Context: an optimization exercise on an open-source flow, tuned for small area, a short achievable clock period and few clock cycles. The choices shown serve that exercise and are no tape-out recipe. Function was checked by simulation only, so behaviour that the tests miss may differ from the original.

==> inputs of run a <==
==> flow/design.v <==
package cache_geom_pkg;
	localparam int ADDR_W = 32;
	localparam int TAG_W = 24;
	localparam int INDEX_W = 4;
	localparam int SETS = 16;
	localparam int WORD_SEL_W = 1;
	localparam int WORDS_PER_LINE = 2;
	localparam int WAYS = 2;
	localparam int WORD_W = 64;
	localparam int STRB_W = 8;
	localparam int LINE_W = 128;
	localparam int OFFSET_W = 4;
	localparam int INDEX_LSB = OFFSET_W;
	localparam int TAG_LSB = INDEX_LSB + INDEX_W;
	localparam int WORD_LSB = OFFSET_W - WORD_SEL_W;
	function automatic logic [WORD_W-1:0] strb_merge(
		input logic [WORD_W-1:0] old_data,
		input logic [WORD_W-1:0] new_data,
		input logic [STRB_W-1:0] strb
	);
		logic [WORD_W-1:0] merged;
		for (int i = 0; i < STRB_W; i++) begin
			merged[i*8 +: 8] = strb[i] ? new_data[i*8 +: 8] : old_data[i*8 +: 8];
		end
		strb_merge = merged;
	endfunction
endpackage
package cache_ctrl_pkg;
	typedef enum logic [2:0] {
		ST_IDLE,
		ST_LOOKUP,
		ST_WRITE,
		ST_MISS,
		ST_REFILL,
		ST_DONE
	} ctrl_state_t;
	typedef enum logic {
		OP_READ,
		OP_WRITE
	} req_op_t;
endpackage
`timescale 1ns/1ns
module cache_top (
	input  logic                              clk,
	input  logic                              rst,
	input  logic                              req_valid,
	input  logic                              req_op,
	input  logic [cache_geom_pkg::ADDR_W-1:0] req_addr,
	input  logic [cache_geom_pkg::STRB_W-1:0] wstrb,
	input  logic [cache_geom_pkg::WORD_W-1:0] wdata,
	output logic                              addr_ok,
	output logic                              data_ok,
	output logic [cache_geom_pkg::WORD_W-1:0] rdata,
	output logic                              waxi_valid,
	output logic [cache_geom_pkg::ADDR_W-1:0] waxi_addr,
	output logic [cache_geom_pkg::LINE_W-1:0] waxi_data,
	input  logic                              waxi_ready,
	output logic                              raxi_valid,
	output logic [cache_geom_pkg::ADDR_W-1:0] raxi_addr,
	input  logic                              raxi_dvalid,
	input  logic                              raxi_dlast,
	input  logic [cache_geom_pkg::WORD_W-1:0] raxi_data
);
	localparam int QD = 8;    
	localparam int QW = 3;
	logic [63:0] dq [64];
	logic [23:0] tq [32];
	logic [31:0] valid_q, dirty_q;
	logic        rr_q;
	logic        sk_v, r1_v;
	logic        sk_op, r1_op;
	logic [23:0] sk_tag, r1_tag;
	logic [3:0]  sk_set, r1_set;
	logic        sk_word, r1_word;
	logic [7:0]  r1_strb;
	logic [63:0] r1_wdata;
	logic [7:0]  wd_strb [2];
	logic [63:0] wd_data [2];
	logic        wr_p, rd_p;
	logic [23:0] p_t0, p_t1;
	logic        p_v0, p_v1, p_d0, p_d1;
	logic acc, adv, r1_free, r1_load;
	logic [3:0] ns;
	logic addr_ok_q;          
	assign addr_ok = addr_ok_q;
	assign acc = req_valid && !sk_v;
	assign r1_free = !r1_v || adv;
	assign r1_load = r1_free && (sk_v || acc);
	assign ns = sk_v ? sk_set : req_addr[7:4];
	always_ff @(posedge clk) begin
		if (rst) begin
			sk_v <= 1'b0;
			r1_v <= 1'b0;
			addr_ok_q <= 1'b1;
		end else if (r1_free) begin
			addr_ok_q <= 1'b1;
			r1_v <= sk_v || acc;
			sk_v <= 1'b0;
		end else if (acc) begin
			sk_v <= 1'b1;
			addr_ok_q <= 1'b0;
		end
	end
	always_ff @(posedge clk) begin
		if (r1_free) begin
			if (sk_v) begin
				r1_op <= sk_op;
				r1_tag <= sk_tag;
				r1_set <= sk_set;
				r1_word <= sk_word;
			end else begin
				r1_op <= req_op;
				r1_tag <= req_addr[31:8];
				r1_set <= req_addr[7:4];
				r1_word <= req_addr[3];
			end
		end
		if (!sk_v) begin
			sk_op <= req_op;
			sk_tag <= req_addr[31:8];
			sk_set <= req_addr[7:4];
			sk_word <= req_addr[3];
		end
	end
	always_ff @(posedge clk) begin
		if (rst) begin
			wr_p <= 1'b0;
			rd_p <= 1'b0;
		end else begin
			if (acc) wr_p <= !wr_p;
			if (adv) rd_p <= !rd_p;
		end
	end
	always_ff @(posedge clk) begin
		if (acc) begin
			wd_strb[wr_p] <= wstrb;
			wd_data[wr_p] <= wdata;
		end
	end
	assign r1_strb = wd_strb[rd_p];
	assign r1_wdata = wd_data[rd_p];
	logic [QD-1:0] q_v, q_rdy, q_op, q_word;
	logic [4:0]    q_ln [QD];
	logic [QW-1:0] q_head, q_tail;
	logic        mp_v;        
	logic        m_req;       
	logic        m_beat;      
	logic [4:0]  m_ln;
	logic        m_op, m_word;
	logic [7:0]  m_strb;
	logic [63:0] m_wdata;
	logic [27:0] m_raddr;
	logic [QW-1:0] m_qidx;
	logic         wbr_v;      
	logic [27:0]  vr_addr;
	logic         wb_v;
	logic [27:0]  wb_addr;
	logic [127:0] wb_data;
	logic          b_v;
	logic [63:0]   b_oh;      
	logic [63:0]   b_data;
	logic        w3_v;        
	logic [5:0]  w3_wi;
	logic [63:0] w3_oh;
	logic [7:0]  w3_strb;
	logic [63:0] w3_wdata;
	logic        vdec, rdec;
	logic        rs_v, rs_rd, rs_vic, rs_word;
	logic [31:0] rs_oh;       
	logic        conf_q;      
	logic        vdec_q, rv_q;
	logic beat_now, fill_done_now, mload;
	assign beat_now = m_req && raxi_dvalid;
	assign fill_done_now = beat_now && m_beat;
	assign mload = !mp_v || fill_done_now;
	assign vdec = vdec_q;
	logic [4:0]  vln, hln;
	logic        h0, h1, hit, vway, vdirty;
	logic        w_conf, v_conf, stall;
	assign h0 = p_v0 && (p_t0 == r1_tag);
	assign h1 = p_v1 && (p_t1 == r1_tag);
	assign hit = h0 || h1;
	assign hln = {h1, r1_set};
	assign vway = !p_v0 ? 1'b0 : !p_v1 ? 1'b1 : rr_q;
	assign vln = {vway, r1_set};
	assign vdirty = vway ? (p_v1 && p_d1) : (p_v0 && p_d0);
	always_comb begin
		w_conf = 1'b0;
		v_conf = 1'b0;
		for (int e = 0; e < QD; e++) begin
			if (q_v[e] && !q_op[e] && q_ln[e][3:0] == r1_set && q_word[e] == r1_word)
				w_conf = 1'b1;
			if (q_v[e] && !q_op[e] && q_ln[e] == vln)
				v_conf = 1'b1;
		end
	end
	assign stall = q_v[q_tail] || (r1_op && w3_v && b_v) ||
		(hit ? (r1_op && (w_conf || (mp_v && m_raddr == {r1_tag, r1_set}))) :
		       ((mp_v && !fill_done_now) || v_conf));
	assign adv = r1_v && !stall;
	logic alloc, whit;
	assign alloc = adv && !hit;
	assign whit = adv && hit && r1_op;
	always_ff @(posedge clk) begin
		if (rst) begin
			valid_q <= '0;
			dirty_q <= '0;
			rr_q <= 1'b0;
		end else begin
			if (whit) dirty_q[hln] <= 1'b1;
			if (alloc) begin
				valid_q[vln] <= 1'b1;
				dirty_q[vln] <= r1_op;
				rr_q <= !rr_q;
			end
		end
	end
	logic [31:0] a_oh;
	logic [23:0] a_tag;
	always_ff @(posedge clk) begin
		if (rst) a_oh <= '0;
		else a_oh <= alloc ? 32'b1 << vln : '0;
		a_tag <= r1_tag;
	end
	for (genvar l = 0; l < 32; l++) begin : g_tag
		always_ff @(posedge clk) begin
			if (a_oh[l]) tq[l] <= a_tag;
		end
	end
	logic fw_same;
	assign fw_same = r1_v && r1_set == ns;
	always_ff @(posedge clk) begin
		if (r1_load) begin
			p_t0 <= (fw_same && alloc && !vway) ? r1_tag :
				a_oh[{1'b0, ns}] ? a_tag : tq[{1'b0, ns}];
			p_t1 <= (fw_same && alloc && vway) ? r1_tag :
				a_oh[{1'b1, ns}] ? a_tag : tq[{1'b1, ns}];
			p_v0 <= (fw_same && alloc && !vway) || valid_q[{1'b0, ns}];
			p_v1 <= (fw_same && alloc && vway) || valid_q[{1'b1, ns}];
			p_d0 <= (fw_same && alloc && !vway) ? r1_op :
				((fw_same && whit && !h1) || dirty_q[{1'b0, ns}]);
			p_d1 <= (fw_same && alloc && vway) ? r1_op :
				((fw_same && whit && h1) || dirty_q[{1'b1, ns}]);
		end
	end
	logic mp_v_n, m_req_n, wbr_v_n, wb_v_n, w3_v_n, vdec_n, conf_n;
	assign mp_v_n = alloc || (mp_v && !fill_done_now);
	assign m_req_n = !alloc && !fill_done_now && (m_req || raxi_valid);
	assign wbr_v_n = alloc ? vdirty : (wbr_v && !vdec);
	assign wb_v_n = rs_vic || (wb_v && !waxi_ready);
	assign w3_v_n = (w3_v && b_v) || whit;
	assign vdec_n = wbr_v_n && !wb_v_n && !vdec && !(w3_v_n && beat_now);
	assign conf_n = (vdec ? vr_addr : wb_addr) == (mload ? {r1_tag, r1_set} : m_raddr);
	always_ff @(posedge clk) begin
		if (rst) begin
			vdec_q <= 1'b0;
			rv_q <= 1'b0;
		end else begin
			vdec_q <= vdec_n;
			rv_q <= mp_v_n && (m_req_n || ((!wbr_v_n || vdec_n) && !(wb_v_n && conf_n)));
		end
	end
	assign raxi_valid = rv_q;
	assign raxi_addr = {m_raddr, 4'h0};
	always_ff @(posedge clk) begin
		if (rst) begin
			mp_v <= 1'b0;
			m_req <= 1'b0;
			m_beat <= 1'b0;
			b_v <= 1'b0;
			b_oh <= '0;
		end else begin
			b_v <= beat_now;
			b_oh <= beat_now ? 64'b1 << {m_ln, m_beat} : '0;
			if (raxi_valid && !m_req) m_req <= 1'b1;
			if (beat_now) m_beat <= !m_beat;
			if (fill_done_now) begin
				mp_v <= 1'b0;
				m_req <= 1'b0;
			end
			if (alloc) begin
				mp_v <= 1'b1;
				m_req <= 1'b0;
				m_beat <= 1'b0;
			end
		end
	end
	always_ff @(posedge clk) begin
		if (mload) begin
			m_ln <= vln;
			m_op <= r1_op;
			m_word <= r1_word;
			m_strb <= r1_strb;
			m_wdata <= r1_wdata;
			m_raddr <= {r1_tag, r1_set};
			m_qidx <= q_tail;
			vr_addr <= {vway ? p_t1 : p_t0, r1_set};
		end
	end
	always_ff @(posedge clk) begin
		if (beat_now) begin
			for (int b = 0; b < 8; b++)
				b_data[b*8 +: 8] <= (m_op && m_beat == m_word && m_strb[b]) ?
					m_wdata[b*8 +: 8] : raxi_data[b*8 +: 8];
		end
	end
	logic [127:0] rline;
	always_ff @(posedge clk) begin
		if (rst) begin
			wbr_v <= 1'b0;
			wb_v <= 1'b0;
		end else begin
			if (wb_v && waxi_ready) wb_v <= 1'b0;
			if (rs_vic) wb_v <= 1'b1;
			if (vdec) wbr_v <= 1'b0;
			if (alloc) wbr_v <= vdirty;
		end
	end
	always_ff @(posedge clk) begin
		if (vdec) wb_addr <= vr_addr;
		if (rs_vic) wb_data <= rline;
		conf_q <= conf_n;
	end
	assign waxi_valid = wb_v;
	assign waxi_addr = {wb_addr, 4'h0};
	assign waxi_data = wb_data;
	logic [63:0] wbus;
	logic [5:0]  hwi;
	assign wbus = b_v ? b_data : w3_wdata;
	assign hwi = {hln, r1_word};
	always_ff @(posedge clk) begin
		if (rst) begin
			w3_v <= 1'b0;
		end else if (!(w3_v && b_v)) begin
			w3_v <= whit;
		end
	end
	always_ff @(posedge clk) begin
		if (!(w3_v && b_v)) begin
			w3_wi <= hwi;
			w3_oh <= 64'b1 << hwi;
			w3_strb <= r1_strb;
			w3_wdata <= r1_wdata;
		end
	end
	for (genvar i = 0; i < 64; i++) begin : g_data
		logic wf, ww;
		assign wf = b_oh[i];
		assign ww = w3_v && !b_v && w3_oh[i];
		always_ff @(posedge clk) begin
			for (int b = 0; b < 8; b++) begin
				if (wf || (ww && w3_strb[b])) dq[i][b*8 +: 8] <= wbus[b*8 +: 8];
			end
		end
	end
	logic [QW-1:0] h;
	logic          ok_q;
	logic [63:0]   rdata_q;
	assign h = q_head;
	assign rdec = q_v[h] && q_rdy[h] && (q_op[h] ||
		(!vdec && !(w3_v && b_v && {q_ln[h], q_word[h]} == w3_wi)));
	always_ff @(posedge clk) begin
		if (rst) begin
			rs_v <= 1'b0;
			rs_vic <= 1'b0;
		end else begin
			rs_v <= rdec;
			rs_vic <= vdec;
		end
	end
	always_ff @(posedge clk) begin
		rs_rd <= rdec && !q_op[h];
		rs_oh <= 32'b1 << (vdec ? m_ln : q_ln[h]);
		rs_word <= q_word[h];
	end
	always_comb begin
		rline = '0;
		for (int l = 0; l < 32; l++)
			rline = rline | ({dq[2*l+1], dq[2*l]} & {128{rs_oh[l]}});
	end
	always_ff @(posedge clk) begin
		if (rst) begin
			q_v <= '0;
			q_head <= '0;
			q_tail <= '0;
			ok_q <= 1'b0;
		end else begin
			ok_q <= rs_v;
			if (rdec) begin
				q_v[h] <= 1'b0;
				q_head <= q_head + 1'b1;
			end
			if (adv) begin
				q_v[q_tail] <= 1'b1;
				q_tail <= q_tail + 1'b1;
			end
		end
	end
	always_ff @(posedge clk) begin
		if (fill_done_now) q_rdy[m_qidx] <= 1'b1;
		if (!q_v[q_tail]) begin
			q_rdy[q_tail] <= hit;
			q_op[q_tail] <= r1_op;
			q_word[q_tail] <= r1_word;
			q_ln[q_tail] <= hit ? hln : vln;
		end
	end
	always_ff @(posedge clk) begin
		if (rs_rd) rdata_q <= rs_word ? rline[127:64] : rline[63:0];
	end
	assign data_ok = ok_q;
	assign rdata = rdata_q;
endmodule
==> flow/run.sh <==
#!/bin/bash
# synth_recipe.tcl (not shown) runs the flow's synth.tcl, then flattens the netlist and writes it again
# the make line also repeats each setting of config.mk as NAME=value (left out here)
make -C /OpenROAD-flow-scripts/flow DESIGN_CONFIG=/design/flow/config.mk WORK_HOME=/design/flow/orfs CLKGATE_MAP_FILE= SYNTH_SCRIPT=/design/flow/synth_recipe.tcl finish
==> flow/config.mk <==
export PLATFORM = sky130hd
export DESIGN_NAME = cache_top
export DESIGN_NICKNAME = cache_top
export VERILOG_FILES = /design/flow/design.v
export SDC_FILE = /design/flow/constraint.sdc
export NUM_CORES = 4
export LEC_CHECK = 0
export CAP_MARGIN = 20
export CORE_MARGIN = 2
export CORE_UTILIZATION = 60
export CTS_CLUSTER_DIAMETER = 80
export CTS_CLUSTER_SIZE = 25
export SETUP_SLACK_MARGIN = 3.6
export SLEW_MARGIN = 20
==> flow/constraint.sdc <==
create_clock -name core_clock -period 6.5 [get_ports {clk}]
set_input_delay 1.3000 -clock core_clock [delete_from_list [all_inputs] [get_ports {clk}]]
set_output_delay 1.3000 -clock core_clock [all_outputs]
set_load 0.01 [all_outputs]
==> run b (differences from run a) <==
Settings changed: CORE_UTILIZATION 60 to 55, SETUP_SLACK_MARGIN 3.6 to 3.0.
==> flow_results.xml <==
<?xml version="1.0" encoding="UTF-8"?>
<metrics>
  <group name="power_and_ir_drop">
    <metric name="p_sw" unit="mW">20.90</metric>
  </group>
  <group name="placed_design">
    <metric name="placed_instances" unit="">17190</metric>
  </group>
  <group name="finish">
    <metric name="filler_cell_count" unit="">24570</metric>
    <metric name="buf_share" unit="%">4.276</metric>
    <metric name="drive_above_1_share" unit="%">16.97</metric>
    <metric name="multiInputGateArea" unit="mm2">0.04296</metric>
  </group>
  <group name="timing">
    <metric name="max_slew.worst_pin.slew" unit="ns">1.412</metric>
    <metric name="clock-skew-final" unit="ns">0.05759</metric>
  </group>
  <group name="outcome">
    <metric name="outcome" unit="">complete, no violations</metric>
  </group>
  <group name="cts">
    <metric name="cts.clk_slew.worst_paths" unit="ns">0.11</metric>
  </group>
  <group name="drt">
    <metric name="detail_route.vias_per_cell" unit="">7.619</metric>
  </group>
</metrics>
the above is filed under run a

==> flow_results.xml <==
<?xml version="1.0" encoding="UTF-8"?>
<metrics>
  <group name="finish">
    <metric name="buf_share" unit="%">3.208</metric>
    <metric name="filler_cell_count" unit="">29210</metric>
    <metric name="register_area" unit="mm2">0.1768</metric>
    <metric name="design_area" unit="mm2">0.2410</metric>
    <metric name="layout.cells.most_common_list" unit="">sky130_fd_sc_hd__edfxtp_1, sky130_fd_sc_hd__a22oi_1, sky130_fd_sc_hd__a21o_1</metric>
    <metric name="drive_above_1_share" unit="%">10.69</metric>
  </group>
  <group name="synthesis">
    <metric name="synth_top_family_by_area" unit="">compound AO/OA/AOI/OAI gates</metric>
    <metric name="synth_fa_ha_area_share" unit="%">0.09616</metric>
    <metric name="yosysTopAreaCellShare" unit="%">76.70</metric>
  </group>
  <group name="timing">
    <metric name="max_slew.worst_pin.slew" unit="ns">1.420</metric>
    <metric name="clock-skew-final" unit="ns">0.06299</metric>
  </group>
  <group name="outcome">
    <metric name="outcome" unit="">complete, no violations</metric>
  </group>
  <group name="critical_path">
    <metric name="critical_path.slowest_cell" unit="">sky130_fd_sc_hd__and2_1</metric>
    <metric name="startpoint" unit="">b_v$_SDFF_PP0_</metric>
  </group>
  <group name="cts">
    <metric name="clk_path_buf_depth" unit="">4</metric>
    <metric name="root_buffer" unit="">sky130_fd_sc_hd__clkbuf_16</metric>
    <metric name="cts.clk_slew.worst_paths" unit="ns">0.10</metric>
  </group>
  <group name="power_and_ir_drop">
    <metric name="p_sw" unit="mW">20.50</metric>
  </group>
  <group name="worst_hold_path">
    <metric name="hold_depth" unit="">2</metric>
  </group>
  <group name="placed_design">
    <metric name="placed_instances" unit="">17640</metric>
  </group>
  <group name="drt">
    <metric name="detail_route.vias_per_cell" unit="">7.333</metric>
  </group>
</metrics>
the above is filed under run b

Testbench counts of run a, summed over its fixed seeds: cycles 9,331.
Testbench counts of run b, summed over its fixed seeds: cycles 9,331.

separate check: timing with driven ports:
The flow's constraints put no driver on any port. The routed layouts listed below were extracted and timed again, unchanged, in two steps. Step 1 (the two cells are an assumption about what drives the block):
set clk [get_ports {clk}]
set_driving_cell -lib_cell sky130_fd_sc_hd__clkbuf_16 $clk
set_driving_cell -lib_cell sky130_fd_sc_hd__buf_2 [delete_from_list [all_inputs] $clk]
Step 2 moves the port delays by t, midway between the first and last clock arrival at a register: inputs arrive t later, outputs are due t later. That takes back most of the time a late clock gives input paths. a / b / c = ideal ports / drivers / drivers and shift; a / b = the first two.
run	shift t [ns]	setup WS [ns]	clock arrival spread, ns	cell pins on the clock port's net
run a	1.105	3.262 / 3.262 / 2.348	0.059 / 0.060	1
run b	1.140	2.926 / 2.926 / 1.966	0.070 / 0.070	1
After both steps every run listed still meets setup and hold. For run b, which loses most, drivers alone change the setup slack by 0.000 ns; drivers and shift together by -0.960 ns.
